Background: an optimization exercise with open tools, aiming at small area, a short achievable clock period and few clock cycles per item. Do not read the settings as production practice. Function was checked by simulation only, so behaviour that the tests miss may differ from the original. No activity file was given, so power comes from the tool's default toggle rates.

## quartz
## flash_loader_top
module flash_loader_top #(
    parameter int SEGMENT_WORDS   = 16,
    parameter int FLASH_ADDR_BITS = 12
) (
    input  logic                                    clk,
    input  logic                                    reset_n,
    input  logic                                    stb_i,
    input  logic                                    we_i,
    input  logic [flash_loader_pkg::BUS_WIDTH-1:0]  adr_wr_i,
    input  logic [flash_loader_pkg::BUS_WIDTH-1:0]  adr_rd_i,
    input  logic [flash_loader_pkg::BUS_WIDTH-1:0]  dat_i,
    output logic [flash_loader_pkg::BUS_WIDTH-1:0]  dat_o,
    output logic                                    ack_o,
    input  logic                                    fill_we_i,
    input  logic [$clog2(SEGMENT_WORDS):0]          fill_addr_i,
    input  logic [flash_loader_pkg::WORD_WIDTH-1:0] fill_data_i,
    output logic                                    ping_busy_o,
    output logic                                    pong_busy_o,
    output logic                                    done_o,
    output logic                                    flash_valid_o,
    output logic [FLASH_ADDR_BITS-1:0]              flash_addr_o,
    output logic [flash_loader_pkg::WORD_WIDTH-1:0] flash_data_o,
    input  logic                                    flash_ready_i
);
    logic                           fill_start;
    logic                           save_begin;
    logic [FLASH_ADDR_BITS-1:0]     staged_addr;
    logic [FLASH_ADDR_BITS-1:0]     begin_addr;
    logic [FLASH_ADDR_BITS-1:0]     end_addr;
    logic                           load;
  ...
Settings: LEC_CHECK=0, CAP_MARGIN=20, CORE_MARGIN=2, CORE_UTILIZATION=40, SETUP_SLACK_MARGIN=2.5, SLEW_MARGIN=20; clock period 5.0 ns.
run.sh (not shown) runs the stock make flow with config.mk's settings and CLKGATE_MAP_FILE= SYNTH_SCRIPT=/design/flow/synth_recipe.tcl, a recipe that flattens the netlist after the stock synthesis.
Every stage of the flow completed for quartz, and the final layout passed the timing, design-rule and antenna checks.
Testbench counts of quartz, summed over its fixed seeds: cycles 27,672, words 21,815.
Relative to quartz, the following input files were edited for zinc:
Settings: putting CTS_CLUSTER_SIZE at 30 where nothing was set; clearing SETUP_SLACK_MARGIN, which used to be 2.5; putting ABC_AREA at 1 where nothing was set; putting CTS_BUF_LIST at sky130_fd_sc_hd__clkbuf_8 where nothing was set.
==> run summary <==
zinc vs. quartz: number of placed cells counting well taps +32%; portion of the layout cell area used by non-clock buffers -2.6 points; count of buffers added by post-CTS timing repair for setup -95; sequential share of the synthesized area -1.7 points; count of filler cells inserted in the layout +10%. Diff zinc and quartz: number of nets in the synthesized netlist lower in quartz. Worst setup slack (zinc over quartz): decrease, 0.58 ns. Summed area of non-filler cells in the final layout, zinc vs quartz: down by a few percent. met5 as the uppermost signal routing layer after detailed routing was reported by quartz, and met4 by zinc. [compare] base=quartz new=zinc: power shows a reduction of 3.7%; depth of the critical timing path with buffers and inverters included climbed 3; register-to-register slack decreased by 0.77 ns relative to the old numbers.

* * *

wip/maple:
Another version of the RTL of flash_loader_top (not shown whole).
Size in the first run: ~2400 cells after synthesis, about 120 I/O pins, ~42000 sq um of cells after synthesis.
==> flow/config.mk <==
export PLATFORM = sky130hd
export DESIGN_NAME = flash_loader_top
export DESIGN_NICKNAME = flash_loader_top
export VERILOG_FILES = /design/flow/design.v
export SDC_FILE = /design/flow/constraint.sdc
export NUM_CORES = 4
export LEC_CHECK = 0
export CAP_MARGIN = 20
export CORE_MARGIN = 2
export CORE_UTILIZATION = 40
export CTS_BUF_LIST = sky130_fd_sc_hd__clkbuf_8
export CTS_CLUSTER_DIAMETER = 70
export CTS_CLUSTER_SIZE = 14
export SETUP_SLACK_MARGIN = 2.2
export SLEW_MARGIN = 20
export SYNTH_HIERARCHICAL = 1
export SYNTH_MINIMUM_KEEP_SIZE = 0
==> flow/constraint.sdc <==
create_clock -name core_clock -period 5.0 [get_ports {clk}]
set_input_delay 1.0000 -clock core_clock [delete_from_list [all_inputs] [get_ports {clk}]]
set_output_delay 1.0000 -clock core_clock [all_outputs]
set_load 0.01 [all_outputs]
Testbench counts of wip/maple, summed over its fixed seeds: cycles 27,394, words 21,815.
The inputs of wip/indigo differ from those of wip/maple as listed below.
Settings: PLACE_DENSITY now 0.7, previously not set; CAP_MARGIN now 10, was 20; SLEW_MARGIN now 10, was 20; CORE_UTILIZATION now 50, was 40.
==> comparison <==
No stage failed in wip/indigo, and the final checks on the layout all came back clean. Delta (wip/indigo minus wip/maple): flip-flop and latch count now sits at about the same level, combinational cell fraction of total power now sits lower, number of cells in the design after placement now sits lower, sequential share of layout area now sits higher, final critical-path share of the clock period now sits higher. Diff wip/maple -> wip/indigo | die width | decrease of 10%. From wip/maple to wip/indigo the numbers moved as follows: area growth from synthesis to layout lost 1.9 points, minimum clock period picked up an extra 0.011 ns, number of nets with antenna violations after routing neither gained nor lost much. wip/maple has higher non-clock buffer instance count of the final layout than wip/indigo.
Here is what was changed in the inputs of wip/yarrow compared with wip/indigo.
Settings: a deleted PLACE_DENSITY that had been 0.7; a change of SETUP_SLACK_MARGIN from 2.2 to 2.0; a change of CORE_UTILIZATION from 50 to 40; a change of SLEW_MARGIN from 10 to 20; a change of CAP_MARGIN from 10 to 20.
==> flow/flow/run.sh (new file) <==
#!/bin/bash
# The standard layout, unchanged except that the input and output port
# buffers are a plain buffer cell instead of the delay cell buffer_ports
# picks by default (timing repair still resizes them where needed).
# make's full output goes to standard.log; ORFS keeps each step's log
# under orfs/logs/.
set -euo pipefail
export BUFFER_PORTS_ARGS="-buffer_cell sky130_fd_sc_hd__buf_1"
bash standard.sh > standard.log 2>&1
==> flow/standard.sh (new file) <==
#!/bin/bash
# synth_recipe.tcl (not shown) runs the flow's synth.tcl, then flattens the netlist and writes it again
# the make line also repeats each setting of config.mk as NAME=value (left out here)
make -C /OpenROAD-flow-scripts/flow DESIGN_CONFIG=/design/flow/config.mk WORK_HOME=/design/flow/orfs CLKGATE_MAP_FILE= SYNTH_SCRIPT=/design/flow/synth_recipe.tcl "${@:-finish}"
removed: flow/run.sh
Notes after the runs:
There was hardly any difference in ratio of total power to cell area between wip/yarrow and wip/indigo. Summary of wip/yarrow over wip/indigo: share of power burned in the clock network has increased; wire length now sits higher. | critical path depth | higher: wip/indigo |. The final reports for wip/yarrow and wip/indigo show total non-filler cell area in the finished layout lower in the former.
#### Input delta (wip/garnet over wip/yarrow)
Settings: CORE_UTILIZATION now 50, was 40; PLACE_DENSITY now 0.7, previously not set; SETUP_SLACK_MARGIN now 2.2, was 2.0.
==> flow/run.sh (new file) <==
#!/bin/bash
# synth_recipe.tcl (not shown) runs the flow's synth.tcl, then flattens the netlist and writes it again
# the make line also repeats each setting of config.mk as NAME=value (left out here)
make -C /OpenROAD-flow-scripts/flow DESIGN_CONFIG=/design/flow/config.mk WORK_HOME=/design/flow/orfs CLKGATE_MAP_FILE= SYNTH_SCRIPT=/design/flow/synth_recipe.tcl finish
removed: flow/flow/run.sh
removed: flow/standard.sh
Results
According to the power report, total power for wip/garnet is higher than for wip/yarrow.
On post-CTS repair timing setup buffer count: between wip/garnet and wip/yarrow, it ends up lower for wip/yarrow.
~same power in sequential cells in wip/garnet and wip/yarrow
Compared with wip/yarrow, wip/garnet shows clock power that has gone down by a few percent.
Final weighted congestion in routability-driven placement in wip/garnet is about 2.8% above wip/yarrow.
Clock-buffer cell count shrinks by a few percent when moving from wip/yarrow to wip/garnet.
Going from wip/yarrow to wip/garnet, total detailed-routing wirelength shrank by a few percent.
From wip/yarrow to wip/garnet the numbers moved as follows: minimum period implied by the final worst setup slack shows a reduction of 0.11 ns; pin count of the biggest net entering global routing shows an increase of 3; number of buffer and inverter instances along the worst setup path shows an increase of 1.

==> separate check: timing with driven ports <==
The flow's constraints put no driver on any port. The routed layouts listed below were extracted and timed again, unchanged, in two steps. Step 1 assumes that a clkbuf_16 drives the clock port and a buf_2 every other input. Step 2 times the ports against the registers' clock, not the clock port: input delays grow and output delays shrink by t, the midpoint of the rising clock arrivals with the driver on. a / b / c = ideal ports / drivers / drivers and shift; a / b = the first two.
run | shift t [ns] | slack for setup (ns) | worst slew at a driven data input, ns | cell pins on the clock port's net
quartz | 0.768 | 1.601 / 1.564 / 1.564 | 0.19 | 1
zinc | 0.897 | 1.024 / 0.995 / 0.995 | 0.08 | 1
wip/maple | 0.824 | 2.096 / 1.996 / 1.416 | 0.18 | 1
wip/indigo | 0.814 | 2.085 / 2.029 / 1.509 | 0.14 | 1
wip/yarrow | 0.813 | 1.958 / 1.933 / 1.333 | 0.15 | 1
wip/garnet | 0.822 | 2.070 / 2.009 / 1.502 | 0.13 | 1
After both steps setup and hold are still met in every run listed. For wip/maple, which loses most, drivers alone change the setup slack by -0.100 ns; drivers and shift together by -0.680 ns.
